From an optimization exercise on the open Yosys and OpenROAD flow, aimed at small area, a short achievable clock period and few clock cycles per item; shortcuts taken in it are not production practice.
Function was checked by simulation only, so behaviour that the tests miss may differ from the original.
No activity file was given, so power comes from the tool's default toggle rates.

File: flow/config.mk
export PLATFORM = sky130hd
export DESIGN_NAME = sys_matmul_stream
export DESIGN_NICKNAME = sys_matmul_stream
export VERILOG_FILES = /design/flow/design.v
export SDC_FILE = /design/flow/constraint.sdc
export NUM_CORES = 4
export LEC_CHECK = 0
export ABC_CLOCK_PERIOD_IN_PS = 2800
export CAP_MARGIN = 20
export CORE_MARGIN = 2
export CORE_UTILIZATION = 40
export SETUP_SLACK_MARGIN = 5
export SLEW_MARGIN = 20
File: flow/constraint.sdc
create_clock -name core_clock -period 8.0 [get_ports {CLK}]
set_input_delay 1.6000 -clock core_clock [delete_from_list [all_inputs] [get_ports {CLK}]]
set_output_delay 1.6000 -clock core_clock [all_outputs]
set_load 0.01 [all_outputs]
File: flow/design.v
module sys_matmul_stream #(
  parameter int N      = 3,
  parameter int DW     = 8,
  parameter int ACC_W  = 2*DW + $clog2(N),
  parameter int SIGNED = 0
) (
  input  logic             CLK,
  input  logic             rst_n,
  input  logic             vld_in,
  output logic             rdy_in,
  input  logic [DW-1:0]    a,
  input  logic [DW-1:0]    b,
  input  logic             keep,
  output logic             vld_out,
  input  logic             rdy_out,
  output logic [ACC_W-1:0] c,
  output logic             last_out,
  output logic             busy,
  output logic [1:0]       dbg_state
);
  function automatic logic [8:0] rot1(input logic [8:0] x);
    rot1 = {x[7:0], x[8]};
  endfunction
  function automatic logic [8:0] rot2(input logic [8:0] x);
    rot2 = {x[6:0], x[8:7]};
  endfunction
  function automatic logic [8:0] rotm2(input logic [8:0] x);
    rotm2 = {x[1:0], x[8:2]};
  endfunction
  logic [8:0] ph;           
  logic [8:0] lb;           
  logic       lpar;         
  logic       lkeep;        
  logic       have_prev;    
  logic       cact;         
  logic       cfull;        
  logic [8:0] cp;           
  logic       cpar;
  logic       ckeep;
  logic [8:0] op;           
  logic [8:0] U;            
  logic       av, bv;       
  logic       akeep;
  logic       r_rdy, r_vld, r_last, r_busy, r_dbg0;
  logic [ACC_W-1:0] c_r;
  logic [DW-1:0] a_q, b_q;
  logic          v_q, wpar_q;
  logic [DW-1:0] R [9];
  logic [DW-1:0] E;
  logic [DW-1:0] W0b0 [2];      
  logic [DW-1:0] W0b1, W0b2;
  logic [DW-1:0] W1b0 [2];
  logic [DW-1:0] W1b1, W1b2;
  logic [DW-1:0] W2b0 [2];
  logic [DW-1:0] W2b1, W2b2;
  logic [ACC_W-1:0] L0s, L0c;
  logic [ACC_W-1:0] L [1:8];
  logic hs_in, hs_out;
  assign hs_in  = vld_in && r_rdy;
  assign hs_out = r_vld && rdy_out;
  logic [8:0] e_m;          
  logic       m_ready, m_fire;
  assign e_m = rot2(ph);
  assign m_ready = cfull || e_m[0] || ((e_m[1] || e_m[3] || e_m[4]) && lb[8]);
  assign m_fire  = cact && |(cp & e_m) && m_ready && !U[6];
  logic [8:0] ph_n, lb_n, cp_n, op_n, U_n;
  logic       lpar_n, lkeep_n, have_prev_n, cact_n, cfull_n, cpar_n, ckeep_n;
  logic       idle, hold;
  logic       vld_n, rdy_n, busy_n;
  logic [ACC_W-1:0] L1_n;
  assign idle = lb[0] && !cact && !(|U) && !av && !bv;
  function automatic logic rdy_calc(input logic [8:0] ph_x, input logic [8:0] lb_x,
                                    input logic cact_x, input logic cfull_x,
                                    input logic [8:0] cp_x, input logic u3,
                                    input logic u4, input logic u5);
    logic [8:0] done_b;    
    logic [8:0] at_b;      
    logic [8:0] at_b1;     
    logic [8:0] at_b2;     
    logic       ontrack, ok;
    done_b = 9'd0; at_b = 9'd0; at_b1 = 9'd0; at_b2 = 9'd0;
    if (lb_x[0])            begin done_b = 9'b111111110; at_b = 9'b000000001; end
    if (lb_x[1])            begin done_b = 9'b111110000; at_b = 9'b000001000; at_b1 = 9'b000000100; end
    if (lb_x[2])            begin done_b = 9'b110000000; at_b = 9'b001000000; at_b1 = 9'b000100000;
                                  at_b2 = 9'b000010000; end
    if (lb_x[3] || lb_x[6]) begin done_b = 9'b110000000; at_b = 9'b001000000; at_b1 = 9'b000100000; end
    if (lb_x[4] || lb_x[7]) begin done_b = 9'b100000000; at_b = 9'b010000000; at_b1 = 9'b001000000; end
    if (lb_x[5] || lb_x[8]) begin done_b = 9'b000000000; at_b = 9'b100000000; at_b1 = 9'b010000000; end
    ontrack = |(cp_x & rot2(ph_x));
    ok = !cact_x || !cfull_x || |(cp_x & done_b) ||
         (ontrack && |(cp_x & at_b) && !u5) ||
         (ontrack && |(cp_x & at_b1) && !u5 && !u4) ||
         (ontrack && |(cp_x & at_b2) && !u5 && !u4 && !u3);
    rdy_calc = |(ph_x & lb_x) && ok;
  endfunction
  always_comb begin
    hold        = !have_prev && idle && !hs_in;
    ph_n        = hold ? 9'd1 : rot1(ph);
    lb_n        = hs_in ? rot1(lb) : lb;
    lpar_n      = lpar ^ (hs_in && lb[8]);
    lkeep_n     = (hs_in && lb[0]) ? (keep && have_prev) : lkeep;
    have_prev_n = have_prev || (hs_in && lb[8]);
    cact_n      = cact;
    cp_n        = cp;
    cfull_n     = cfull;
    cpar_n      = cpar;
    ckeep_n     = ckeep;
    if (m_fire) begin
      cp_n = rot1(cp);
      if (cp[8]) cact_n = 1'b0;
    end
    if (hs_in && lb[6]) begin
      cact_n  = 1'b1;
      cp_n    = 9'd1;
      cfull_n = 1'b0;
      cpar_n  = lpar;
      ckeep_n = lkeep;
    end
    if (hs_in && lb[8]) cfull_n = 1'b1;
    op_n = hs_out ? rot1(op) : op;
    U_n  = {U[7:2], U[1] && !hs_out, U[0], bv || U[8]};
    vld_n  = |(op_n & rotm2(ph_n)) && U_n[1] &&
             !(cact_n && !cfull_n && ((op_n[0] && !cp_n[0]) || (op_n[1] && cp_n[2])));
    rdy_n  = rdy_calc(ph_n, lb_n, cact_n, cfull_n, cp_n, U[3], U[4], U[5]);
    busy_n = !lb_n[0] || cact_n || (|U_n) || m_fire || av;
  end
  always_ff @(posedge CLK) begin
    if (!rst_n) begin
      ph        <= 9'd1;
      lb        <= 9'd1;
      lpar      <= 1'b0;
      lkeep     <= 1'b0;
      have_prev <= 1'b0;
      cact      <= 1'b0;
      cfull     <= 1'b0;
      cp        <= 9'd1;
      cpar      <= 1'b0;
      ckeep     <= 1'b0;
      op        <= 9'd1;
      U         <= '0;
      av        <= 1'b0;
      bv        <= 1'b0;
      v_q       <= 1'b0;
      r_rdy     <= 1'b1;
      r_vld     <= 1'b0;
      r_last    <= 1'b0;
      r_busy    <= 1'b0;
      r_dbg0    <= 1'b0;
      c_r       <= '0;
    end else begin
      ph        <= ph_n;
      lb        <= lb_n;
      lpar      <= lpar_n;
      lkeep     <= lkeep_n;
      have_prev <= have_prev_n;
      cact      <= cact_n;
      cfull     <= cfull_n;
      cp        <= cp_n;
      cpar      <= cpar_n;
      ckeep     <= ckeep_n;
      op        <= op_n;
      U         <= U_n;
      av        <= m_fire;
      bv        <= av;
      v_q       <= hs_in;
      r_rdy     <= rdy_n;
      r_vld     <= vld_n;
      r_last    <= vld_n && op_n[8];
      r_busy    <= busy_n;
      r_dbg0    <= !rdy_n && !vld_n;
      c_r       <= vld_n ? L1_n : '0;
    end
  end
  logic wb0, wb1, wb2;      
  assign wb0 = v_q && (ph[1] || ph[2] || ph[3]);
  assign wb1 = v_q && (ph[4] || ph[5] || ph[6]);
  assign wb2 = v_q && (ph[7] || ph[8] || ph[0]);
  always_ff @(posedge CLK) begin
    a_q    <= a;
    b_q    <= b;
    wpar_q <= lpar;
    akeep  <= ckeep;
    R[0]   <= v_q ? a_q : R[8];
    for (int i = 1; i < 9; i++) R[i] <= R[i-1];
    E      <= R[8];
    W0b0[0] <= W1b0[0];
    W0b0[1] <= W1b0[1];
    W0b1   <= W1b1;
    W0b2   <= W1b2;
    W1b0[0] <= W2b0[0];
    W1b0[1] <= W2b0[1];
    W1b1   <= W2b1;
    W1b2   <= W2b2;
    W2b0[0] <= (wb0 && !wpar_q) ? b_q : W0b0[0];
    W2b0[1] <= (wb0 &&  wpar_q) ? b_q : W0b0[1];
    W2b1    <= wb1 ? b_q : W0b1;
    W2b2    <= wb2 ? b_q : W0b2;
  end
  logic [DW-1:0] x0, x1, x2, y0, y1, y2;
  logic rs0, rs1, rs2;      
  logic fwd_a, fwd_b;
  assign rs0   = m_fire && ph[7];
  assign rs1   = m_fire && ph[1];
  assign rs2   = m_fire && ph[4];
  assign fwd_a = v_q && ph[7];
  assign fwd_b = v_q && (ph[7] || ph[8] || ph[0]);
  always_comb begin
    if (ph[7])      begin x0 = R[5]; x1 = R[2]; x2 = fwd_a ? a_q : R[8]; end
    else if (ph[1]) begin x0 = R[7]; x1 = R[4]; x2 = R[1]; end
    else            begin x0 = E;    x1 = R[6]; x2 = R[3]; end
    y0 = W0b0[cpar];
    y1 = W0b1;
    y2 = fwd_b ? b_q : W0b2;
  end
  logic [DW-1:0] X0, X1, X2, Y0, Y1, Y2;
  always_ff @(posedge CLK) begin
    if (rs0 || rs1 || rs2) begin
      X0 <= x0; X1 <= x1; X2 <= x2;
    end
    Y0 <= y0; Y1 <= y1; Y2 <= y2;
  end
  logic [DW-1:0] pp0 [DW];
  logic [DW-1:0] pp1 [DW];
  logic [DW-1:0] pp2 [DW];
  logic [ACC_W-1:0] cpm;
  always_comb begin
    for (int i = 0; i < DW; i++) begin
      pp0[i] = X0[i] ? Y0 : '0;
      pp1[i] = X1[i] ? Y1 : '0;
      pp2[i] = X2[i] ? Y2 : '0;
    end
    cpm = akeep ? L[7] : '0;
  end
  logic [ACC_W-1:0] sum_r0, sum_r1;
  logic [3:0] ra0;
  logic [5:0] ra1;
  logic [5:0] ra2;
  logic [5:0] ra3;
  logic [5:0] ra4;
  logic [5:0] ra5;
  logic [5:0] ra6;
  logic [5:0] ra7;
  logic [5:0] ra8;
  logic [5:0] ra9;
  logic [5:0] ra10;
  logic [5:0] ra11;
  logic [5:0] ra12;
  logic [5:0] ra13;
  logic [5:0] ra14;
  logic [1:0] ra15;
  logic [0:0] ra16;
  logic [0:0] ra17;
  logic tas1;
  logic tac2;
  logic tas3;
  logic tac4;
  logic tas5;
  logic tac6;
  logic tas7;
  logic tac8;
  logic tas9;
  logic tac10;
  logic tas11;
  logic tac12;
  logic tas13;
  logic tac14;
  logic tas15;
  logic tac16;
  logic tas17;
  logic tac18;
  logic tas19;
  logic tac20;
  logic tas21;
  logic tac22;
  logic tas23;
  logic tac24;
  logic tas25;
  logic tac26;
  logic tas27;
  logic tac28;
  logic tas29;
  logic tac30;
  logic tas31;
  logic tac32;
  logic tas33;
  logic tac34;
  logic tas35;
  logic tac36;
  logic tas37;
  logic tac38;
  logic tas39;
  logic tac40;
  logic tas41;
  logic tac42;
  logic tas43;
  logic tac44;
  logic tas45;
  logic tac46;
  logic tas47;
  logic tac48;
  logic tas49;
  logic tac50;
  logic tas51;
  logic tac52;
  logic tas53;
  logic tac54;
  logic tas55;
  logic tac56;
  logic tas57;
  logic tac58;
  logic tas59;
  logic tac60;
  logic tas61;
  logic tac62;
  logic tas63;
  logic tac64;
  logic tas65;
  logic tac66;
  logic tas67;
  logic tac68;
  logic tas69;
  logic tac70;
  logic tas71;
  logic tac72;
  logic tas73;
  logic tac74;
  logic tas75;
  logic tac76;
  logic tas77;
  logic tac78;
  logic tas79;
  logic tac80;
  logic tas81;
  logic tac82;
  logic tas83;
  logic tac84;
  logic tas85;
  logic tac86;
  logic tas87;
  logic tac88;
  logic tas89;
  logic tac90;
  logic tas91;
  logic tac92;
  logic tas93;
  logic tac94;
  logic tas95;
  logic tac96;
  logic tas97;
  logic tac98;
  logic tas99;
  logic tac100;
  logic tas101;
  logic tac102;
  logic tas103;
  logic tac104;
  logic tas105;
  logic tac106;
  logic tas107;
  logic tac108;
  logic tas109;
  logic tac110;
  logic tas111;
  logic tac112;
  logic tas113;
  logic tac114;
  logic tas115;
  logic tac116;
  logic tas117;
  logic tac118;
  logic tas119;
  logic tac120;
  logic tas121;
  logic tac122;
  logic tas123;
  logic tac124;
  logic tas125;
  logic tac126;
  logic tas127;
  logic tac128;
  logic tas129;
  logic tac130;
  logic tas131;
  logic tac132;
  logic tas133;
  logic tac134;
  logic tas135;
  logic tac136;
  logic tas137;
  logic tac138;
  logic tas139;
  logic tac140;
  logic tas141;
  logic tac142;
  logic tas143;
  logic tac144;
  logic tas145;
  logic tac146;
  logic tas147;
  logic tac148;
  logic tas149;
  logic tac150;
  logic tas151;
  logic tac152;
  logic tas153;
  logic tac154;
  logic tas155;
  logic tac156;
  logic tas157;
  logic tac158;
  logic tas159;
  logic tac160;
  logic tas161;
  logic tac162;
  logic tas163;
  logic tac164;
  logic tas165;
  logic tac166;
  logic tas167;
  logic tac168;
  logic tas169;
  logic tac170;
  logic tas171;
  logic tac172;
  logic tas173;
  logic tac174;
  logic tas175;
  logic tac176;
  logic tas177;
  logic tac178;
  logic tas179;
  logic tac180;
  logic tas181;
  logic tac182;
  logic tas183;
  logic tac184;
  logic tas185;
  logic tac186;
  logic tas187;
  logic tac188;
  logic tas189;
  logic tac190;
  logic tas191;
  logic tac192;
  logic tas193;
  logic tac194;
  logic tas195;
  logic tac196;
  logic tas197;
  logic tac198;
  logic tas199;
  logic tac200;
  logic tas201;
  logic tac202;
  logic tas203;
  logic tac204;
  logic tas205;
  logic tac206;
  logic tas207;
  logic tac208;
  logic tas209;
  logic tac210;
  logic tas211;
  logic tac212;
  logic tas213;
  logic tac214;
  logic tas215;
  logic tac216;
  logic tas217;
  logic tac218;
  logic tas219;
  logic tac220;
  logic tas221;
  logic tac222;
  logic tas223;
  logic tac224;
  logic tas225;
  logic tac226;
  logic tas227;
  logic tac228;
  logic tas229;
  logic tac230;
  logic tas231;
  logic tac232;
  logic tas233;
  logic tac234;
  logic tas235;
  logic tac236;
  logic tas237;
  logic tac238;
  logic tas239;
  logic tac240;
  logic tas241;
  logic tac242;
  logic tas243;
  logic tac244;
  logic tas245;
  logic tac246;
  logic tas247;
  logic tac248;
  logic tas249;
  logic tac250;
  logic tas251;
  logic tac252;
  logic tas253;
  logic tac254;
  logic tas255;
  logic tac256;
  logic tbs257;
  logic tbc258;
  logic tbs259;
  logic tbc260;
  logic tbs261;
  logic tbc262;
  logic tbs263;
  logic tbc264;
  logic tbs265;
  logic tbc266;
  logic tbs267;
  logic tbc268;
  logic tbs269;
  logic tbc270;
  logic tbs271;
  logic tbc272;
  logic tbs273;
  logic tbc274;
  logic tbs275;
  logic tbc276;
  logic tbs277;
  logic tbc278;
  logic tbs279;
  logic tbc280;
  logic tbs281;
  logic tbc282;
  logic tbs283;
  logic tbc284;
  logic tbs285;
  logic tbc286;
  logic tbs287;
  logic tbc288;
  logic tbs289;
  logic tbc290;
  logic tbs291;
  logic tbc292;
  logic tbs293;
  logic tbc294;
  logic tbs295;
  logic tbc296;
  logic tbs297;
  logic tbc298;
  logic tbs299;
  logic tbc300;
  logic tbs301;
  logic tbc302;
  logic tbs303;
  logic tbc304;
  logic tbs305;
  logic tbc306;
  logic tbs307;
  logic tbc308;
  logic tbs309;
  logic tbc310;
  logic tbs311;
  logic tbc312;
  logic tbs313;
  logic tbc314;
  logic tbs315;
  logic tbc316;
  logic tbs317;
  logic tbc318;
  logic tbs319;
  logic tbc320;
  logic tbs321;
  logic tbc322;
  logic tbs323;
  logic tbc324;
  logic tbs325;
  logic tbc326;
  logic tbs327;
  logic tbc328;
  logic tbs329;
  logic tbc330;
  logic tbs331;
  logic tbc332;
  logic tbs333;
  logic tbc334;
  logic tbs335;
  logic tbc336;
  logic tbs337;
  logic tbc338;
  logic tbs339;
  logic tbc340;
  logic tbs341;
  logic tbc342;
  logic tbs343;
  logic tbc344;
  logic tbs345;
  logic tbc346;
  logic tbs347;
  logic tbc348;
  logic tbs349;
  logic tbc350;
  logic tbs351;
  logic tbc352;
  logic tbs353;
  logic tbc354;
  logic tbs355;
  logic tbc356;
  logic tbs357;
  logic tbc358;
  logic tbs359;
  logic tbc360;
  logic tbs361;
  logic tbc362;
  logic tbs363;
  logic tbc364;
  logic tbs365;
  logic tbc366;
  logic tbs367;
  logic tbc368;
  logic tbs369;
  logic tbc370;
  logic tbs371;
  logic tbc372;
  logic tbs373;
  logic tbc374;
  logic tbs375;
  logic tbc376;
  assign tas1 = pp0[0][6] ^ pp0[1][5] ^ pp0[2][4];
  assign tac2 = (pp0[0][6] & pp0[1][5]) | (pp0[0][6] & pp0[2][4]) | (pp0[1][5] & pp0[2][4]);
  assign tas3 = pp0[3][3] ^ pp0[4][2];
  assign tac4 = pp0[3][3] & pp0[4][2];
  assign tas5 = pp0[0][7] ^ pp0[1][6] ^ pp0[2][5];
  assign tac6 = (pp0[0][7] & pp0[1][6]) | (pp0[0][7] & pp0[2][5]) | (pp0[1][6] & pp0[2][5]);
  assign tas7 = pp0[3][4] ^ pp0[4][3] ^ pp0[5][2];
  assign tac8 = (pp0[3][4] & pp0[4][3]) | (pp0[3][4] & pp0[5][2]) | (pp0[4][3] & pp0[5][2]);
  assign tas9 = pp0[6][1] ^ pp0[7][0] ^ pp1[0][7];
  assign tac10 = (pp0[6][1] & pp0[7][0]) | (pp0[6][1] & pp1[0][7]) | (pp0[7][0] & pp1[0][7]);
  assign tas11 = pp1[1][6] ^ pp1[2][5] ^ pp1[3][4];
  assign tac12 = (pp1[1][6] & pp1[2][5]) | (pp1[1][6] & pp1[3][4]) | (pp1[2][5] & pp1[3][4]);
  assign tas13 = pp0[1][7] ^ pp0[2][6] ^ pp0[3][5];
  assign tac14 = (pp0[1][7] & pp0[2][6]) | (pp0[1][7] & pp0[3][5]) | (pp0[2][6] & pp0[3][5]);
  assign tas15 = pp0[4][4] ^ pp0[5][3] ^ pp0[6][2];
  assign tac16 = (pp0[4][4] & pp0[5][3]) | (pp0[4][4] & pp0[6][2]) | (pp0[5][3] & pp0[6][2]);
  assign tas17 = pp0[7][1] ^ pp1[1][7] ^ pp1[2][6];
  assign tac18 = (pp0[7][1] & pp1[1][7]) | (pp0[7][1] & pp1[2][6]) | (pp1[1][7] & pp1[2][6]);
  assign tas19 = pp1[3][5] ^ pp1[4][4];
  assign tac20 = pp1[3][5] & pp1[4][4];
  assign tas21 = pp0[2][7] ^ pp0[3][6] ^ pp0[4][5];
  assign tac22 = (pp0[2][7] & pp0[3][6]) | (pp0[2][7] & pp0[4][5]) | (pp0[3][6] & pp0[4][5]);
  assign tas23 = pp0[5][4] ^ pp0[6][3] ^ pp0[7][2];
  assign tac24 = (pp0[5][4] & pp0[6][3]) | (pp0[5][4] & pp0[7][2]) | (pp0[6][3] & pp0[7][2]);
  assign tas25 = pp0[0][4] ^ pp0[1][3] ^ pp0[2][2];
  assign tac26 = (pp0[0][4] & pp0[1][3]) | (pp0[0][4] & pp0[2][2]) | (pp0[1][3] & pp0[2][2]);
  assign tas27 = pp0[3][1] ^ pp0[4][0];
  assign tac28 = pp0[3][1] & pp0[4][0];
  assign tas29 = pp0[0][5] ^ pp0[1][4] ^ pp0[2][3];
  assign tac30 = (pp0[0][5] & pp0[1][4]) | (pp0[0][5] & pp0[2][3]) | (pp0[1][4] & pp0[2][3]);
  assign tas31 = pp0[3][2] ^ pp0[4][1] ^ pp0[5][0];
  assign tac32 = (pp0[3][2] & pp0[4][1]) | (pp0[3][2] & pp0[5][0]) | (pp0[4][1] & pp0[5][0]);
  assign tas33 = pp1[0][5] ^ pp1[1][4] ^ pp1[2][3];
  assign tac34 = (pp1[0][5] & pp1[1][4]) | (pp1[0][5] & pp1[2][3]) | (pp1[1][4] & pp1[2][3]);
  assign tas35 = pp1[3][2] ^ pp1[4][1] ^ pp1[5][0];
  assign tac36 = (pp1[3][2] & pp1[4][1]) | (pp1[3][2] & pp1[5][0]) | (pp1[4][1] & pp1[5][0]);
  assign tas37 = pp0[5][1] ^ pp0[6][0] ^ pp1[0][6];
  assign tac38 = (pp0[5][1] & pp0[6][0]) | (pp0[5][1] & pp1[0][6]) | (pp0[6][0] & pp1[0][6]);
  assign tas39 = pp1[1][5] ^ pp1[2][4] ^ pp1[3][3];
  assign tac40 = (pp1[1][5] & pp1[2][4]) | (pp1[1][5] & pp1[3][3]) | (pp1[2][4] & pp1[3][3]);
  assign tas41 = pp1[4][2] ^ pp1[5][1] ^ pp1[6][0];
  assign tac42 = (pp1[4][2] & pp1[5][1]) | (pp1[4][2] & pp1[6][0]) | (pp1[5][1] & pp1[6][0]);
  assign tas43 = pp2[0][6] ^ pp2[1][5] ^ pp2[2][4];
  assign tac44 = (pp2[0][6] & pp2[1][5]) | (pp2[0][6] & pp2[2][4]) | (pp2[1][5] & pp2[2][4]);
  assign tas45 = pp2[3][3] ^ pp2[4][2] ^ pp2[5][1];
  assign tac46 = (pp2[3][3] & pp2[4][2]) | (pp2[3][3] & pp2[5][1]) | (pp2[4][2] & pp2[5][1]);
  assign tas47 = pp1[4][3] ^ pp1[5][2] ^ pp1[6][1];
  assign tac48 = (pp1[4][3] & pp1[5][2]) | (pp1[4][3] & pp1[6][1]) | (pp1[5][2] & pp1[6][1]);
  assign tas49 = pp1[7][0] ^ pp2[0][7] ^ pp2[1][6];
  assign tac50 = (pp1[7][0] & pp2[0][7]) | (pp1[7][0] & pp2[1][6]) | (pp2[0][7] & pp2[1][6]);
  assign tas51 = pp2[2][5] ^ pp2[3][4] ^ pp2[4][3];
  assign tac52 = (pp2[2][5] & pp2[3][4]) | (pp2[2][5] & pp2[4][3]) | (pp2[3][4] & pp2[4][3]);
  assign tas53 = pp2[5][2] ^ pp2[6][1] ^ pp2[7][0];
  assign tac54 = (pp2[5][2] & pp2[6][1]) | (pp2[5][2] & pp2[7][0]) | (pp2[6][1] & pp2[7][0]);
  assign tas55 = cpm[7] ^ tas5 ^ tas7;
  assign tac56 = (cpm[7] & tas5) | (cpm[7] & tas7) | (tas5 & tas7);
  assign tas57 = tas9 ^ tas11;
  assign tac58 = tas9 & tas11;
  assign tas59 = pp1[5][3] ^ pp1[6][2] ^ pp1[7][1];
  assign tac60 = (pp1[5][3] & pp1[6][2]) | (pp1[5][3] & pp1[7][1]) | (pp1[6][2] & pp1[7][1]);
  assign tas61 = pp2[1][7] ^ pp2[2][6] ^ pp2[3][5];
  assign tac62 = (pp2[1][7] & pp2[2][6]) | (pp2[1][7] & pp2[3][5]) | (pp2[2][6] & pp2[3][5]);
  assign tas63 = pp2[4][4] ^ pp2[5][3] ^ pp2[6][2];
  assign tac64 = (pp2[4][4] & pp2[5][3]) | (pp2[4][4] & pp2[6][2]) | (pp2[5][3] & pp2[6][2]);
  assign tas65 = pp2[7][1] ^ cpm[8] ^ tas13;
  assign tac66 = (pp2[7][1] & cpm[8]) | (pp2[7][1] & tas13) | (cpm[8] & tas13);
  assign tas67 = tas15 ^ tas17 ^ tas19;
  assign tac68 = (tas15 & tas17) | (tas15 & tas19) | (tas17 & tas19);
  assign tas69 = tac6 ^ tac8 ^ tac10;
  assign tac70 = (tac6 & tac8) | (tac6 & tac10) | (tac8 & tac10);
  assign tas71 = pp1[2][7] ^ pp1[3][6] ^ pp1[4][5];
  assign tac72 = (pp1[2][7] & pp1[3][6]) | (pp1[2][7] & pp1[4][5]) | (pp1[3][6] & pp1[4][5]);
  assign tas73 = pp1[5][4] ^ pp1[6][3] ^ pp1[7][2];
  assign tac74 = (pp1[5][4] & pp1[6][3]) | (pp1[5][4] & pp1[7][2]) | (pp1[6][3] & pp1[7][2]);
  assign tas75 = pp2[2][7] ^ pp2[3][6] ^ pp2[4][5];
  assign tac76 = (pp2[2][7] & pp2[3][6]) | (pp2[2][7] & pp2[4][5]) | (pp2[3][6] & pp2[4][5]);
  assign tas77 = pp2[5][4] ^ pp2[6][3] ^ pp2[7][2];
  assign tac78 = (pp2[5][4] & pp2[6][3]) | (pp2[5][4] & pp2[7][2]) | (pp2[6][3] & pp2[7][2]);
  assign tas79 = cpm[9] ^ tas21 ^ tas23;
  assign tac80 = (cpm[9] & tas21) | (cpm[9] & tas23) | (tas21 & tas23);
  assign tas81 = tac14 ^ tac16 ^ tac18;
  assign tac82 = (tac14 & tac16) | (tac14 & tac18) | (tac16 & tac18);
  assign tas83 = pp0[3][7] ^ pp0[4][6] ^ pp0[5][5];
  assign tac84 = (pp0[3][7] & pp0[4][6]) | (pp0[3][7] & pp0[5][5]) | (pp0[4][6] & pp0[5][5]);
  assign tas85 = pp0[6][4] ^ pp0[7][3] ^ pp1[3][7];
  assign tac86 = (pp0[6][4] & pp0[7][3]) | (pp0[6][4] & pp1[3][7]) | (pp0[7][3] & pp1[3][7]);
  assign tas87 = pp1[4][6] ^ pp1[5][5] ^ pp1[6][4];
  assign tac88 = (pp1[4][6] & pp1[5][5]) | (pp1[4][6] & pp1[6][4]) | (pp1[5][5] & pp1[6][4]);
  assign tas89 = pp1[7][3] ^ pp2[3][7] ^ pp2[4][6];
  assign tac90 = (pp1[7][3] & pp2[3][7]) | (pp1[7][3] & pp2[4][6]) | (pp2[3][7] & pp2[4][6]);
  assign tas91 = pp2[5][5] ^ pp2[6][4] ^ pp2[7][3];
  assign tac92 = (pp2[5][5] & pp2[6][4]) | (pp2[5][5] & pp2[7][3]) | (pp2[6][4] & pp2[7][3]);
  assign tas93 = cpm[10] ^ tac22;
  assign tac94 = cpm[10] & tac22;
  assign tas95 = pp0[4][7] ^ pp0[5][6] ^ pp0[6][5];
  assign tac96 = (pp0[4][7] & pp0[5][6]) | (pp0[4][7] & pp0[6][5]) | (pp0[5][6] & pp0[6][5]);
  assign tas97 = pp0[7][4] ^ pp1[4][7] ^ pp1[5][6];
  assign tac98 = (pp0[7][4] & pp1[4][7]) | (pp0[7][4] & pp1[5][6]) | (pp1[4][7] & pp1[5][6]);
  assign tas99 = pp1[6][5] ^ pp1[7][4] ^ pp2[4][7];
  assign tac100 = (pp1[6][5] & pp1[7][4]) | (pp1[6][5] & pp2[4][7]) | (pp1[7][4] & pp2[4][7]);
  assign tas101 = pp0[0][2] ^ pp0[1][1];
  assign tac102 = pp0[0][2] & pp0[1][1];
  assign tas103 = pp0[0][3] ^ pp0[1][2] ^ pp0[2][1];
  assign tac104 = (pp0[0][3] & pp0[1][2]) | (pp0[0][3] & pp0[2][1]) | (pp0[1][2] & pp0[2][1]);
  assign tas105 = pp0[3][0] ^ pp1[0][3] ^ pp1[1][2];
  assign tac106 = (pp0[3][0] & pp1[0][3]) | (pp0[3][0] & pp1[1][2]) | (pp1[0][3] & pp1[1][2]);
  assign tas107 = pp1[2][1] ^ pp1[3][0];
  assign tac108 = pp1[2][1] & pp1[3][0];
  assign tas109 = pp1[0][4] ^ pp1[1][3] ^ pp1[2][2];
  assign tac110 = (pp1[0][4] & pp1[1][3]) | (pp1[0][4] & pp1[2][2]) | (pp1[1][3] & pp1[2][2]);
  assign tas111 = pp1[3][1] ^ pp1[4][0] ^ pp2[0][4];
  assign tac112 = (pp1[3][1] & pp1[4][0]) | (pp1[3][1] & pp2[0][4]) | (pp1[4][0] & pp2[0][4]);
  assign tas113 = pp2[1][3] ^ pp2[2][2] ^ pp2[3][1];
  assign tac114 = (pp2[1][3] & pp2[2][2]) | (pp2[1][3] & pp2[3][1]) | (pp2[2][2] & pp2[3][1]);
  assign tas115 = pp2[4][0] ^ cpm[4];
  assign tac116 = pp2[4][0] & cpm[4];
  assign tas117 = pp2[0][5] ^ pp2[1][4] ^ pp2[2][3];
  assign tac118 = (pp2[0][5] & pp2[1][4]) | (pp2[0][5] & pp2[2][3]) | (pp2[1][4] & pp2[2][3]);
  assign tas119 = pp2[3][2] ^ pp2[4][1] ^ pp2[5][0];
  assign tac120 = (pp2[3][2] & pp2[4][1]) | (pp2[3][2] & pp2[5][0]) | (pp2[4][1] & pp2[5][0]);
  assign tas121 = cpm[5] ^ tas29 ^ tas31;
  assign tac122 = (cpm[5] & tas29) | (cpm[5] & tas31) | (tas29 & tas31);
  assign tas123 = tas33 ^ tas35 ^ tac26;
  assign tac124 = (tas33 & tas35) | (tas33 & tac26) | (tas35 & tac26);
  assign tas125 = pp2[6][0] ^ cpm[6] ^ tas1;
  assign tac126 = (pp2[6][0] & cpm[6]) | (pp2[6][0] & tas1) | (cpm[6] & tas1);
  assign tas127 = tas3 ^ tas37 ^ tas39;
  assign tac128 = (tas3 & tas37) | (tas3 & tas39) | (tas37 & tas39);
  assign tas129 = tas41 ^ tas43 ^ tas45;
  assign tac130 = (tas41 & tas43) | (tas41 & tas45) | (tas43 & tas45);
  assign tas131 = tac30 ^ tac32 ^ tac34;
  assign tac132 = (tac30 & tac32) | (tac30 & tac34) | (tac32 & tac34);
  assign tas133 = tac2 ^ tac4 ^ tas47;
  assign tac134 = (tac2 & tac4) | (tac2 & tas47) | (tac4 & tas47);
  assign tas135 = tas49 ^ tas51 ^ tas53;
  assign tac136 = (tas49 & tas51) | (tas49 & tas53) | (tas51 & tas53);
  assign tas137 = tas55 ^ tas57 ^ tac38;
  assign tac138 = (tas55 & tas57) | (tas55 & tac38) | (tas57 & tac38);
  assign tas139 = tac40 ^ tac42 ^ tac44;
  assign tac140 = (tac40 & tac42) | (tac40 & tac44) | (tac42 & tac44);
  assign tas141 = tac12 ^ tas59 ^ tas61;
  assign tac142 = (tac12 & tas59) | (tac12 & tas61) | (tas59 & tas61);
  assign tas143 = tas63 ^ tas65 ^ tas67;
  assign tac144 = (tas63 & tas65) | (tas63 & tas67) | (tas65 & tas67);
  assign tas145 = tas69 ^ tac48 ^ tac50;
  assign tac146 = (tas69 & tac48) | (tas69 & tac50) | (tac48 & tac50);
  assign tas147 = tac52 ^ tac54 ^ tac56;
  assign tac148 = (tac52 & tac54) | (tac52 & tac56) | (tac54 & tac56);
  assign tas149 = tac20 ^ tas71 ^ tas73;
  assign tac150 = (tac20 & tas71) | (tac20 & tas73) | (tas71 & tas73);
  assign tas151 = tas75 ^ tas77 ^ tas79;
  assign tac152 = (tas75 & tas77) | (tas75 & tas79) | (tas77 & tas79);
  assign tas153 = tas81 ^ tac60 ^ tac62;
  assign tac154 = (tas81 & tac60) | (tas81 & tac62) | (tac60 & tac62);
  assign tas155 = tac64 ^ tac66 ^ tac68;
  assign tac156 = (tac64 & tac66) | (tac64 & tac68) | (tac66 & tac68);
  assign tas157 = tac24 ^ tas83 ^ tas85;
  assign tac158 = (tac24 & tas83) | (tac24 & tas85) | (tas83 & tas85);
  assign tas159 = tas87 ^ tas89 ^ tas91;
  assign tac160 = (tas87 & tas89) | (tas87 & tas91) | (tas89 & tas91);
  assign tas161 = tas93 ^ tac72 ^ tac74;
  assign tac162 = (tas93 & tac72) | (tas93 & tac74) | (tac72 & tac74);
  assign tas163 = tac76 ^ tac78 ^ tac80;
  assign tac164 = (tac76 & tac78) | (tac76 & tac80) | (tac78 & tac80);
  assign tas165 = pp2[5][6] ^ pp2[6][5] ^ pp2[7][4];
  assign tac166 = (pp2[5][6] & pp2[6][5]) | (pp2[5][6] & pp2[7][4]) | (pp2[6][5] & pp2[7][4]);
  assign tas167 = cpm[11] ^ tas95 ^ tas97;
  assign tac168 = (cpm[11] & tas95) | (cpm[11] & tas97) | (tas95 & tas97);
  assign tas169 = tas99 ^ tac84 ^ tac86;
  assign tac170 = (tas99 & tac84) | (tas99 & tac86) | (tac84 & tac86);
  assign tas171 = tac88 ^ tac90 ^ tac92;
  assign tac172 = (tac88 & tac90) | (tac88 & tac92) | (tac90 & tac92);
  assign tas173 = pp0[5][7] ^ pp0[6][6] ^ pp0[7][5];
  assign tac174 = (pp0[5][7] & pp0[6][6]) | (pp0[5][7] & pp0[7][5]) | (pp0[6][6] & pp0[7][5]);
  assign tas175 = pp1[5][7] ^ pp1[6][6] ^ pp1[7][5];
  assign tac176 = (pp1[5][7] & pp1[6][6]) | (pp1[5][7] & pp1[7][5]) | (pp1[6][6] & pp1[7][5]);
  assign tas177 = pp2[5][7] ^ pp2[6][6] ^ pp2[7][5];
  assign tac178 = (pp2[5][7] & pp2[6][6]) | (pp2[5][7] & pp2[7][5]) | (pp2[6][6] & pp2[7][5]);
  assign tas179 = cpm[12] ^ tac96 ^ tac98;
  assign tac180 = (cpm[12] & tac96) | (cpm[12] & tac98) | (tac96 & tac98);
  assign tas181 = pp0[6][7] ^ pp0[7][6] ^ pp1[6][7];
  assign tac182 = (pp0[6][7] & pp0[7][6]) | (pp0[6][7] & pp1[6][7]) | (pp0[7][6] & pp1[6][7]);
  assign tas183 = pp0[0][1] ^ pp0[1][0];
  assign tac184 = pp0[0][1] & pp0[1][0];
  assign tas185 = pp0[2][0] ^ pp1[0][2] ^ pp1[1][1];
  assign tac186 = (pp0[2][0] & pp1[0][2]) | (pp0[2][0] & pp1[1][1]) | (pp1[0][2] & pp1[1][1]);
  assign tas187 = pp1[2][0] ^ pp2[0][2] ^ pp2[1][1];
  assign tac188 = (pp1[2][0] & pp2[0][2]) | (pp1[2][0] & pp2[1][1]) | (pp2[0][2] & pp2[1][1]);
  assign tas189 = pp2[0][3] ^ pp2[1][2] ^ pp2[2][1];
  assign tac190 = (pp2[0][3] & pp2[1][2]) | (pp2[0][3] & pp2[2][1]) | (pp2[1][2] & pp2[2][1]);
  assign tas191 = pp2[3][0] ^ cpm[3] ^ tas103;
  assign tac192 = (pp2[3][0] & cpm[3]) | (pp2[3][0] & tas103) | (cpm[3] & tas103);
  assign tas193 = tas105 ^ tas107;
  assign tac194 = tas105 & tas107;
  assign tas195 = tas25 ^ tas27 ^ tas109;
  assign tac196 = (tas25 & tas27) | (tas25 & tas109) | (tas27 & tas109);
  assign tas197 = tas111 ^ tas113 ^ tas115;
  assign tac198 = (tas111 & tas113) | (tas111 & tas115) | (tas113 & tas115);
  assign tas199 = tac104 ^ tac106 ^ tac108;
  assign tac200 = (tac104 & tac106) | (tac104 & tac108) | (tac106 & tac108);
  assign tas201 = tac28 ^ tas117 ^ tas119;
  assign tac202 = (tac28 & tas117) | (tac28 & tas119) | (tas117 & tas119);
  assign tas203 = tas121 ^ tas123 ^ tac110;
  assign tac204 = (tas121 & tas123) | (tas121 & tac110) | (tas123 & tac110);
  assign tas205 = tac112 ^ tac114 ^ tac116;
  assign tac206 = (tac112 & tac114) | (tac112 & tac116) | (tac114 & tac116);
  assign tas207 = tac36 ^ tas125 ^ tas127;
  assign tac208 = (tac36 & tas125) | (tac36 & tas127) | (tas125 & tas127);
  assign tas209 = tas129 ^ tas131 ^ tac118;
  assign tac210 = (tas129 & tas131) | (tas129 & tac118) | (tas131 & tac118);
  assign tas211 = tac120 ^ tac122 ^ tac124;
  assign tac212 = (tac120 & tac122) | (tac120 & tac124) | (tac122 & tac124);
  assign tas213 = tac46 ^ tas133 ^ tas135;
  assign tac214 = (tac46 & tas133) | (tac46 & tas135) | (tas133 & tas135);
  assign tas215 = tas137 ^ tas139 ^ tac126;
  assign tac216 = (tas137 & tas139) | (tas137 & tac126) | (tas139 & tac126);
  assign tas217 = tac128 ^ tac130 ^ tac132;
  assign tac218 = (tac128 & tac130) | (tac128 & tac132) | (tac130 & tac132);
  assign tas219 = tac58 ^ tas141 ^ tas143;
  assign tac220 = (tac58 & tas141) | (tac58 & tas143) | (tas141 & tas143);
  assign tas221 = tas145 ^ tas147 ^ tac134;
  assign tac222 = (tas145 & tas147) | (tas145 & tac134) | (tas147 & tac134);
  assign tas223 = tac136 ^ tac138 ^ tac140;
  assign tac224 = (tac136 & tac138) | (tac136 & tac140) | (tac138 & tac140);
  assign tas225 = tac70 ^ tas149 ^ tas151;
  assign tac226 = (tac70 & tas149) | (tac70 & tas151) | (tas149 & tas151);
  assign tas227 = tas153 ^ tas155 ^ tac142;
  assign tac228 = (tas153 & tas155) | (tas153 & tac142) | (tas155 & tac142);
  assign tas229 = tac144 ^ tac146 ^ tac148;
  assign tac230 = (tac144 & tac146) | (tac144 & tac148) | (tac146 & tac148);
  assign tas231 = tac82 ^ tas157 ^ tas159;
  assign tac232 = (tac82 & tas157) | (tac82 & tas159) | (tas157 & tas159);
  assign tas233 = tas161 ^ tas163 ^ tac150;
  assign tac234 = (tas161 & tas163) | (tas161 & tac150) | (tas163 & tac150);
  assign tas235 = tac152 ^ tac154 ^ tac156;
  assign tac236 = (tac152 & tac154) | (tac152 & tac156) | (tac154 & tac156);
  assign tas237 = tac94 ^ tas165 ^ tas167;
  assign tac238 = (tac94 & tas165) | (tac94 & tas167) | (tas165 & tas167);
  assign tas239 = tas169 ^ tas171 ^ tac158;
  assign tac240 = (tas169 & tas171) | (tas169 & tac158) | (tas171 & tac158);
  assign tas241 = tac160 ^ tac162 ^ tac164;
  assign tac242 = (tac160 & tac162) | (tac160 & tac164) | (tac162 & tac164);
  assign tas243 = tac100 ^ tas173 ^ tas175;
  assign tac244 = (tac100 & tas173) | (tac100 & tas175) | (tas173 & tas175);
  assign tas245 = tas177 ^ tas179 ^ tac166;
  assign tac246 = (tas177 & tas179) | (tas177 & tac166) | (tas179 & tac166);
  assign tas247 = tac168 ^ tac170 ^ tac172;
  assign tac248 = (tac168 & tac170) | (tac168 & tac172) | (tac170 & tac172);
  assign tas249 = pp1[7][6] ^ pp2[6][7] ^ pp2[7][6];
  assign tac250 = (pp1[7][6] & pp2[6][7]) | (pp1[7][6] & pp2[7][6]) | (pp2[6][7] & pp2[7][6]);
  assign tas251 = cpm[13] ^ tas181 ^ tac174;
  assign tac252 = (cpm[13] & tas181) | (cpm[13] & tac174) | (tas181 & tac174);
  assign tas253 = tac176 ^ tac178 ^ tac180;
  assign tac254 = (tac176 & tac178) | (tac176 & tac180) | (tac178 & tac180);
  assign tas255 = pp0[7][7] ^ pp1[7][7] ^ pp2[7][7];
  assign tac256 = (pp0[7][7] & pp1[7][7]) | (pp0[7][7] & pp2[7][7]) | (pp1[7][7] & pp2[7][7]);
  always_ff @(posedge CLK) begin
    ra0 <= {cpm[0], pp2[0][0], pp1[0][0], pp0[0][0]};
    ra1 <= {tas183, cpm[1], pp2[1][0], pp2[0][1], pp1[1][0], pp1[0][1]};
    ra2 <= {tac184, tas187, tas185, tas101, cpm[2], pp2[2][0]};
    ra3 <= {tac188, tac186, tas193, tas191, tas189, tac102};
    ra4 <= {tac194, tac192, tac190, tas199, tas197, tas195};
    ra5 <= {tac200, tac198, tac196, tas205, tas203, tas201};
    ra6 <= {tac206, tac204, tac202, tas211, tas209, tas207};
    ra7 <= {tac212, tac210, tac208, tas217, tas215, tas213};
    ra8 <= {tac218, tac216, tac214, tas223, tas221, tas219};
    ra9 <= {tac224, tac222, tac220, tas229, tas227, tas225};
    ra10 <= {tac230, tac228, tac226, tas235, tas233, tas231};
    ra11 <= {tac236, tac234, tac232, tas241, tas239, tas237};
    ra12 <= {tac242, tac240, tac238, tas247, tas245, tas243};
    ra13 <= {tac248, tac246, tac244, tas253, tas251, tas249};
    ra14 <= {tac254, tac252, tac250, tas255, tac182, cpm[14]};
    ra15 <= {tac256, cpm[15]};
    ra16 <= {cpm[16]};
    ra17 <= {cpm[17]};
  end
  assign tbs257 = ra1[0] ^ ra1[1] ^ ra1[2];
  assign tbc258 = (ra1[0] & ra1[1]) | (ra1[0] & ra1[2]) | (ra1[1] & ra1[2]);
  assign tbs259 = ra2[0] ^ ra2[1] ^ ra2[2];
  assign tbc260 = (ra2[0] & ra2[1]) | (ra2[0] & ra2[2]) | (ra2[1] & ra2[2]);
  assign tbs261 = ra2[3] ^ ra2[4];
  assign tbc262 = ra2[3] & ra2[4];
  assign tbs263 = ra3[0] ^ ra3[1] ^ ra3[2];
  assign tbc264 = (ra3[0] & ra3[1]) | (ra3[0] & ra3[2]) | (ra3[1] & ra3[2]);
  assign tbs265 = ra3[3] ^ ra3[4] ^ ra3[5];
  assign tbc266 = (ra3[3] & ra3[4]) | (ra3[3] & ra3[5]) | (ra3[4] & ra3[5]);
  assign tbs267 = ra4[0] ^ ra4[1] ^ ra4[2];
  assign tbc268 = (ra4[0] & ra4[1]) | (ra4[0] & ra4[2]) | (ra4[1] & ra4[2]);
  assign tbs269 = ra4[3] ^ ra4[4] ^ ra4[5];
  assign tbc270 = (ra4[3] & ra4[4]) | (ra4[3] & ra4[5]) | (ra4[4] & ra4[5]);
  assign tbs271 = ra5[0] ^ ra5[1] ^ ra5[2];
  assign tbc272 = (ra5[0] & ra5[1]) | (ra5[0] & ra5[2]) | (ra5[1] & ra5[2]);
  assign tbs273 = ra5[3] ^ ra5[4] ^ ra5[5];
  assign tbc274 = (ra5[3] & ra5[4]) | (ra5[3] & ra5[5]) | (ra5[4] & ra5[5]);
  assign tbs275 = ra6[0] ^ ra6[1] ^ ra6[2];
  assign tbc276 = (ra6[0] & ra6[1]) | (ra6[0] & ra6[2]) | (ra6[1] & ra6[2]);
  assign tbs277 = ra6[3] ^ ra6[4] ^ ra6[5];
  assign tbc278 = (ra6[3] & ra6[4]) | (ra6[3] & ra6[5]) | (ra6[4] & ra6[5]);
  assign tbs279 = ra7[0] ^ ra7[1] ^ ra7[2];
  assign tbc280 = (ra7[0] & ra7[1]) | (ra7[0] & ra7[2]) | (ra7[1] & ra7[2]);
  assign tbs281 = ra7[3] ^ ra7[4] ^ ra7[5];
  assign tbc282 = (ra7[3] & ra7[4]) | (ra7[3] & ra7[5]) | (ra7[4] & ra7[5]);
  assign tbs283 = ra8[0] ^ ra8[1] ^ ra8[2];
  assign tbc284 = (ra8[0] & ra8[1]) | (ra8[0] & ra8[2]) | (ra8[1] & ra8[2]);
  assign tbs285 = ra8[3] ^ ra8[4] ^ ra8[5];
  assign tbc286 = (ra8[3] & ra8[4]) | (ra8[3] & ra8[5]) | (ra8[4] & ra8[5]);
  assign tbs287 = ra9[0] ^ ra9[1] ^ ra9[2];
  assign tbc288 = (ra9[0] & ra9[1]) | (ra9[0] & ra9[2]) | (ra9[1] & ra9[2]);
  assign tbs289 = ra9[3] ^ ra9[4] ^ ra9[5];
  assign tbc290 = (ra9[3] & ra9[4]) | (ra9[3] & ra9[5]) | (ra9[4] & ra9[5]);
  assign tbs291 = ra10[0] ^ ra10[1] ^ ra10[2];
  assign tbc292 = (ra10[0] & ra10[1]) | (ra10[0] & ra10[2]) | (ra10[1] & ra10[2]);
  assign tbs293 = ra10[3] ^ ra10[4] ^ ra10[5];
  assign tbc294 = (ra10[3] & ra10[4]) | (ra10[3] & ra10[5]) | (ra10[4] & ra10[5]);
  assign tbs295 = ra11[0] ^ ra11[1] ^ ra11[2];
  assign tbc296 = (ra11[0] & ra11[1]) | (ra11[0] & ra11[2]) | (ra11[1] & ra11[2]);
  assign tbs297 = ra11[3] ^ ra11[4] ^ ra11[5];
  assign tbc298 = (ra11[3] & ra11[4]) | (ra11[3] & ra11[5]) | (ra11[4] & ra11[5]);
  assign tbs299 = ra12[0] ^ ra12[1] ^ ra12[2];
  assign tbc300 = (ra12[0] & ra12[1]) | (ra12[0] & ra12[2]) | (ra12[1] & ra12[2]);
  assign tbs301 = ra12[3] ^ ra12[4] ^ ra12[5];
  assign tbc302 = (ra12[3] & ra12[4]) | (ra12[3] & ra12[5]) | (ra12[4] & ra12[5]);
  assign tbs303 = ra13[0] ^ ra13[1] ^ ra13[2];
  assign tbc304 = (ra13[0] & ra13[1]) | (ra13[0] & ra13[2]) | (ra13[1] & ra13[2]);
  assign tbs305 = ra13[3] ^ ra13[4] ^ ra13[5];
  assign tbc306 = (ra13[3] & ra13[4]) | (ra13[3] & ra13[5]) | (ra13[4] & ra13[5]);
  assign tbs307 = ra14[0] ^ ra14[1] ^ ra14[2];
  assign tbc308 = (ra14[0] & ra14[1]) | (ra14[0] & ra14[2]) | (ra14[1] & ra14[2]);
  assign tbs309 = ra14[3] ^ ra14[4] ^ ra14[5];
  assign tbc310 = (ra14[3] & ra14[4]) | (ra14[3] & ra14[5]) | (ra14[4] & ra14[5]);
  assign tbs311 = ra0[0] ^ ra0[1];
  assign tbc312 = ra0[0] & ra0[1];
  assign tbs313 = ra1[3] ^ ra1[4] ^ ra1[5];
  assign tbc314 = (ra1[3] & ra1[4]) | (ra1[3] & ra1[5]) | (ra1[4] & ra1[5]);
  assign tbs315 = ra2[5] ^ tbs259 ^ tbs261;
  assign tbc316 = (ra2[5] & tbs259) | (ra2[5] & tbs261) | (tbs259 & tbs261);
  assign tbs317 = tbs263 ^ tbs265 ^ tbc260;
  assign tbc318 = (tbs263 & tbs265) | (tbs263 & tbc260) | (tbs265 & tbc260);
  assign tbs319 = tbs267 ^ tbs269 ^ tbc264;
  assign tbc320 = (tbs267 & tbs269) | (tbs267 & tbc264) | (tbs269 & tbc264);
  assign tbs321 = tbs271 ^ tbs273 ^ tbc268;
  assign tbc322 = (tbs271 & tbs273) | (tbs271 & tbc268) | (tbs273 & tbc268);
  assign tbs323 = tbs275 ^ tbs277 ^ tbc272;
  assign tbc324 = (tbs275 & tbs277) | (tbs275 & tbc272) | (tbs277 & tbc272);
  assign tbs325 = tbs279 ^ tbs281 ^ tbc276;
  assign tbc326 = (tbs279 & tbs281) | (tbs279 & tbc276) | (tbs281 & tbc276);
  assign tbs327 = tbs283 ^ tbs285 ^ tbc280;
  assign tbc328 = (tbs283 & tbs285) | (tbs283 & tbc280) | (tbs285 & tbc280);
  assign tbs329 = tbs287 ^ tbs289 ^ tbc284;
  assign tbc330 = (tbs287 & tbs289) | (tbs287 & tbc284) | (tbs289 & tbc284);
  assign tbs331 = tbs291 ^ tbs293 ^ tbc288;
  assign tbc332 = (tbs291 & tbs293) | (tbs291 & tbc288) | (tbs293 & tbc288);
  assign tbs333 = tbs295 ^ tbs297 ^ tbc292;
  assign tbc334 = (tbs295 & tbs297) | (tbs295 & tbc292) | (tbs297 & tbc292);
  assign tbs335 = tbs299 ^ tbs301 ^ tbc296;
  assign tbc336 = (tbs299 & tbs301) | (tbs299 & tbc296) | (tbs301 & tbc296);
  assign tbs337 = tbs303 ^ tbs305 ^ tbc300;
  assign tbc338 = (tbs303 & tbs305) | (tbs303 & tbc300) | (tbs305 & tbc300);
  assign tbs339 = tbs307 ^ tbs309 ^ tbc304;
  assign tbc340 = (tbs307 & tbs309) | (tbs307 & tbc304) | (tbs309 & tbc304);
  assign tbs341 = ra15[0] ^ ra15[1] ^ tbc308;
  assign tbc342 = (ra15[0] & ra15[1]) | (ra15[0] & tbc308) | (ra15[1] & tbc308);
  assign tbs343 = ra0[2] ^ ra0[3];
  assign tbc344 = ra0[2] & ra0[3];
  assign tbs345 = tbs257 ^ tbs313 ^ tbc312;
  assign tbc346 = (tbs257 & tbs313) | (tbs257 & tbc312) | (tbs313 & tbc312);
  assign tbs347 = tbc258 ^ tbs315 ^ tbc314;
  assign tbc348 = (tbc258 & tbs315) | (tbc258 & tbc314) | (tbs315 & tbc314);
  assign tbs349 = tbc262 ^ tbs317 ^ tbc316;
  assign tbc350 = (tbc262 & tbs317) | (tbc262 & tbc316) | (tbs317 & tbc316);
  assign tbs351 = tbc266 ^ tbs319 ^ tbc318;
  assign tbc352 = (tbc266 & tbs319) | (tbc266 & tbc318) | (tbs319 & tbc318);
  assign tbs353 = tbc270 ^ tbs321 ^ tbc320;
  assign tbc354 = (tbc270 & tbs321) | (tbc270 & tbc320) | (tbs321 & tbc320);
  assign tbs355 = tbc274 ^ tbs323 ^ tbc322;
  assign tbc356 = (tbc274 & tbs323) | (tbc274 & tbc322) | (tbs323 & tbc322);
  assign tbs357 = tbc278 ^ tbs325 ^ tbc324;
  assign tbc358 = (tbc278 & tbs325) | (tbc278 & tbc324) | (tbs325 & tbc324);
  assign tbs359 = tbc282 ^ tbs327 ^ tbc326;
  assign tbc360 = (tbc282 & tbs327) | (tbc282 & tbc326) | (tbs327 & tbc326);
  assign tbs361 = tbc286 ^ tbs329 ^ tbc328;
  assign tbc362 = (tbc286 & tbs329) | (tbc286 & tbc328) | (tbs329 & tbc328);
  assign tbs363 = tbc290 ^ tbs331 ^ tbc330;
  assign tbc364 = (tbc290 & tbs331) | (tbc290 & tbc330) | (tbs331 & tbc330);
  assign tbs365 = tbc294 ^ tbs333 ^ tbc332;
  assign tbc366 = (tbc294 & tbs333) | (tbc294 & tbc332) | (tbs333 & tbc332);
  assign tbs367 = tbc298 ^ tbs335 ^ tbc334;
  assign tbc368 = (tbc298 & tbs335) | (tbc298 & tbc334) | (tbs335 & tbc334);
  assign tbs369 = tbc302 ^ tbs337 ^ tbc336;
  assign tbc370 = (tbc302 & tbs337) | (tbc302 & tbc336) | (tbs337 & tbc336);
  assign tbs371 = tbc306 ^ tbs339 ^ tbc338;
  assign tbc372 = (tbc306 & tbs339) | (tbc306 & tbc338) | (tbs339 & tbc338);
  assign tbs373 = tbc310 ^ tbs341 ^ tbc340;
  assign tbc374 = (tbc310 & tbs341) | (tbc310 & tbc340) | (tbs341 & tbc340);
  assign tbs375 = ra16[0] ^ tbc342;
  assign tbc376 = ra16[0] & tbc342;
  assign sum_r0 = {ra17[0], tbs375, tbs373, tbs371, tbs369, tbs367, tbs365, tbs363, tbs361, tbs359, tbs357, tbs355, tbs353, tbs351, tbs349, tbs347, tbs345, tbs311};
  assign sum_r1 = {tbc376, tbc374, tbc372, tbc370, tbc368, tbc366, tbc364, tbc362, tbc360, tbc358, tbc356, tbc354, tbc352, tbc350, tbc348, tbc346, tbc344, tbs343};
  assign L1_n = L0s + L0c;
  always_ff @(posedge CLK) begin
    L0s  <= bv ? sum_r0 : L[8];
    L0c  <= bv ? sum_r1 : '0;
    L[1] <= L1_n;
    for (int i = 2; i <= 8; i++) L[i] <= L[i-1];
  end
  assign rdy_in    = r_rdy;
  assign vld_out   = r_vld;
  assign last_out  = r_last;
  assign busy      = r_busy;
  assign dbg_state = {r_vld, r_dbg0};
  assign c         = c_r;
endmodule
File: flow/run.sh
#!/bin/bash
# synth_recipe.tcl (not shown) runs the flow's synth.tcl, then flattens the netlist and writes it again
# the make line also repeats each setting of config.mk as NAME=value (left out here)
make -C /OpenROAD-flow-scripts/flow DESIGN_CONFIG=/design/flow/config.mk WORK_HOME=/design/flow/orfs CLKGATE_MAP_FILE= SYNTH_SCRIPT=/design/flow/synth_recipe.tcl finish
==> summary.txt <==
==> critical path, stage by stage <==
cell and delay (ns):
sky130_fd_sc_hd__buf_12 0.12, sky130_fd_sc_hd__a211o_1 0.28, sky130_fd_sc_hd__buf_6 0.13, sky130_fd_sc_hd__a2111oi_4 0.44
sky130_fd_sc_hd__and3_1 0.21, sky130_fd_sc_hd__nor3_1 0.05, sky130_fd_sc_hd__a32o_2 0.29, sky130_fd_sc_hd__a2111oi_4 0.36
sky130_fd_sc_hd__a221oi_1 0.12
==> per-stage QoR <==
step	hold slack, ns	std cells	power [µW]	utilization
after global routing	0.320	2614	7920	0.470
after detailed placement	0.312	2473	4750	0.425
final	0.306	2614	7460	0.470
after global placement	0.310	2473	4720	0.425
after floorplan	0.310	1767	4250	-
after CTS	0.314	2599	7580	0.467
==> layer usage <==
metal / part of all wire / vias to the layer above / routed length (µm)
met5: 0 / - / 0
met1: 0.45 / 6144 / 21500
li1: - / 5870 / -
met3: 0.053 / 83 / 2540
met4: 0.024 / 0 / 1130
met2: 0.48 / 337 / 22800
==> kinds of logic after synthesis <==
family	count (synthesis)	synth area share
compound gates	153	0.0493
buf+inv	262	0.0476
simple gates	444	0.112
fa+ha+maj	206	0.180
xor+xnor	14	0.00568
mux	104	0.0524
flops	584	0.553
==> how the worst min path moves through the flow <==
stage | from | end | slack (ns) | cells past startpoint
6_report | W1b1[1]$_DFF_P_ | W0b1[1]$_DFF_P_ | 0.31 | 0
5_1_grt | L[2][7]$_DFF_P_ | L[3][7]$_DFF_P_ | 0.32 | 0
4_1_cts | L[2][7]$_DFF_P_ | L[3][7]$_DFF_P_ | 0.31 | 0
3_5_place_dp | L[2][12]$_DFF_P_ | L[3][12]$_DFF_P_ | 0.31 | 0
3_3_place_gp | W1b2[3]$_DFF_P_ | W0b2[3]$_DFF_P_ | 0.31 | 0
2_1_floorplan | L[1][0]$_DFF_P_ | L[2][0]$_DFF_P_ | 0.31 | 0
==> sequential cells by signal (all words and copies together) (netlist names), 16 cells and up <==
signal,flops
L,144
W0b0,16
L0s,18
R,72
L0c,18
c_r,18
W1b0,16
W2b0,16
==> cell type report <==
type	count	area, µm²	area share
flip-flops and latches	584	11900	0.474
multi-input cells	921	8790	0.349
well taps	696	871	0.0346
inverters	219	823	0.0327
clock inverters	27	369	0.0146
repair buffers	87	771	0.0306
clock buffers	80	1630	0.0648
==> cells in the final DEF (no fill, tap or decap), drive strengths merged, types with 32 or more instances in the layout <==
cell type  Yosys  final
and2         192    192
mux2i         32     32
mux2          72     72
buf           17     44
nor2          42     42
inv          218    223
nand2        109    109
o21ai         41     41
dfxtp        560    560
clkbuf        26     81
fa           175    175
==> repair_timing <==
action / in CTS / in global routing
endpoints found under the setup margin: 58 / 28
gates resized for setup: 54 / 23
pin swaps: 4 / 19
endpoints found under the hold margin: 0 / 0
setup buffers: 19 / 15
==> power by group through the flow <==
stage               combinational, µW  sequential (µW)  clock, µW
global placement                 1260             3460          0
finish                           1250             3410       2790
global route                     1500             3440       2980
floorplan                         873             3380          0
detailed placement               1280             3470          0
CTS                              1300             3410       2860
==> impl_results.rst <==
.. list-table::
   :header-rows: 1

   * - Metric
     - Value
   * - Full die area
     - ~0.056 mm²
   * - CTS root buffer
     - sky130_fd_sc_hd__clkbuf_16
   * - Met3 capacity usage during global routing
     - 0.0359
   * - Run status
     - finished clean
   * - CP Capture Type
     - register
   * - Number of nets at the end of the flow
     - approximately 2100
   * - Worst reg2reg endpoint
     - ra8[0]$_DFF_P_
   * - Count of endpoints failing hold in the final timing report
     - 0
   * - CP Launch Point
     - vld_in
   * - Largest area contributor in the netlist
     - sky130_fd_sc_hd__dfxtp_1
   * - Layer with the highest usage after global routing
     - met2
   * - Relative contribution of sequential cells to total power
     - 0.457
   * - Dominant cells by area after synthesis
     - sky130_fd_sc_hd__dfxtp_1, sky130_fd_sc_hd__fa_1, sky130_fd_sc_hd__and2_1
   * - Clock tree skew after final layout
     - a little under 0.04 ns
   * - DRC errors left
     - 0
   * - Post-synthesis async set-or-reset flop share
     - 0
   * - Proportion of netlist area held by the largest area contributor
     - 0.519
   * - Number of global-route vias before repair
     - around 13000
   * - Crit path arrival time
     - approximately 3.6 ns
   * - Met1 global-route usage
     - 0.231
   * - Worst-skew pair later-pin latency
     - approximately 0.62 ns
   * - Die Span X
     - approximately 240 µm
   * - DIE HEIGHT
     - 236 µm
   * - P&R area growth vs syn
     - 16.8%
   * - Sum of overflow across all layers after global routing
     - 0
   * - Clock tree from TritonCTS
     - done
   * - Final setup margin
     - just under 5 ns
   * - Routed via count
     - about 12000
   * - Clock slew at the register clock pins of the worst setup and hold paths
     - about 0.070 ns
   * - Maximum buffer depth of the clock tree
     - 3
   * - Critical path start-end classification
     - in -> reg
   * - Total cell area at the placement stage
     - 0.0228 mm²
   * - Cell internal power dissipation
     - 5420 µW
   * - Post-Layout Inst Area
     - 0.0252 mm²
   * - Class of the worst hold path
     - reg -> reg
   * - Gate power share
     - 0.168
   * - Worst EP required
     - roughly 8.5 ns
   * - Final clock period utilization by the worst path
     - 0.389
   * - Antenna violations before repair
     - 1
   * - Switching portion of total power
     - 0.273
   * - Max_slew headroom
     - 0.324
   * - Setup TNS after final layout
     - 0 ns
   * - Area inside the core boundary
     - about 0.054 mm²
   * - Flop2flop setup slack
     - just over 5 ns
   * - Highest attainable clock frequency
     - ~320 MHz
   * - # clock sinks
     - slightly below 600
   * - I/O Buffers
     - 44
   * - Share of post-route cells with drive strength above 1
     - 0.135
   * - Launching element type of the critical path
     - input pin
   * - Total routed wirelength
     - around 48000 µm
   * - Yosys warns
     - 9
   * - Starting density of the core
     - 0.403
   * - Library cell with the highest instance count after synthesis
     - sky130_fd_sc_hd__dfxtp_1
   * - Top-level I/O count
     - 45
   * - Number of synthesized flops with an enable pin
     - 24
   * - Clock group share of total power
     - 0.375
   * - First-pass GRT wire length
     - ~76000 µm
   * - # hold bufs at CTS
     - 0
   * - Biggest fanout along the worst timing path
     - 7
   * - Register bit count reported by yosys
     - roughly 580
   * - Leak pwr
     - approximately 0.011 µW
   * - Gate count after technology mapping
     - 1767
   * - Number of cell instances on the worst register-to-register path
     - 7
   * - Critical path destination
     - r_dbg0$_SDFF_PN0_
   * - Worst flop-to-flop path startpoint
     - X0[7]$_DFFE_PP_
   * - Largest net degree at the start of global routing
     - 54
   * - Number of nets in the synthesized netlist
     - approximately 2000
   * - Unrepaired setup endpoints after global routing
     - true
   * - Final Max Tran Viols
     - 0
   * - Switching power
     - approximately 2000 µW
   * - IR drop worst, VDD
     - 0.179 mV
   * - Final weighted congestion in routability-driven placement
     - 0.894
   * - Number of iterations in the first detailed-routing pass
     - 5
   * - # rows
     - 85
   * - Synth Flop Type
     - sky130_fd_sc_hd__dfxtp_1
   * - Number of buffers created by CTS
     - 57
   * - Per-cell via count in the routed design
     - ~4.8
   * - Post-synthesis sequential area ratio
     - 0.553
   * - Mean area per synthesized cell
     - around 12 µm²
   * - Number of antenna-violating nets in the routed design
     - 0
   * - Time the worst path needs with I/O delays and setup
     - slightly above 3 ns
   * - Routed wire length per instance
     - around 18 µm
   * - Total track usage
     - 0.176
   * - Final setup violation count
     - 0
   * - Measured slew at the worst slew-check pin
     - about 1 ns
   * - Commonest cells in the synthesized netlist
     - sky130_fd_sc_hd__dfxtp_1, sky130_fd_sc_hd__inv_1, sky130_fd_sc_hd__and2_1, sky130_fd_sc_hd__fa_1, sky130_fd_sc_hd__nand2_1
   * - Count of max-cap constraint violations
     - 0
   * - Post-Place Worst Slack
     - 3.05 ns
   * - Count of routing violations after the opening detailed-route iteration
     - between 700 and 800
   * - Global routing usage on met2
     - 0.294
   * - Mapped Area
     - ~0.022 mm²
   * - Number of filler cells placed in the layout
     - about 4900
   * - Power Density
     - ~300 mW/mm²
   * - Diodes inserted
     - 0
   * - Total half-perimeter wirelength after legalization and detailed placement
     - 33900 µm
   * - Number of distinct library cell variants in the gate-level netlist after synthesis
     - just under 70
   * - Number of H-tree branching levels
     - 2
Testbench counts, summed over its fixed seeds: cycles 14,488, items 1,600.

[what the ideal ports hide]
How much do the figures lean on ideal ports? The routed layout below was timed once more, with nothing changed but the port constraints. Step 1 sets driving cells, clkbuf_16 on the clock port and buf_2 on the other inputs (assumed; they add their load-dependent delay and slew). Step 2 adds t to the input delays and takes it off the output delays; t is the mean of the earliest and latest rising clock arrival at the registers after step 1. Input paths then give back, and output paths get back, about the clock's delay inside the block. Slacks: ideal / step 1 / step 2; pairs: ideal / step 1.
t (ns): 0.663
setup WS [ns]: 4.887 / 4.900 / 4.237
clock arrival spread, ns: 0.040 / 0.040
worst data-port slew with drivers (ns): 0.06
After both steps setup and hold are still met in this run. For this run, drivers alone change the setup slack by +0.013 ns; drivers and shift together by -0.650 ns.
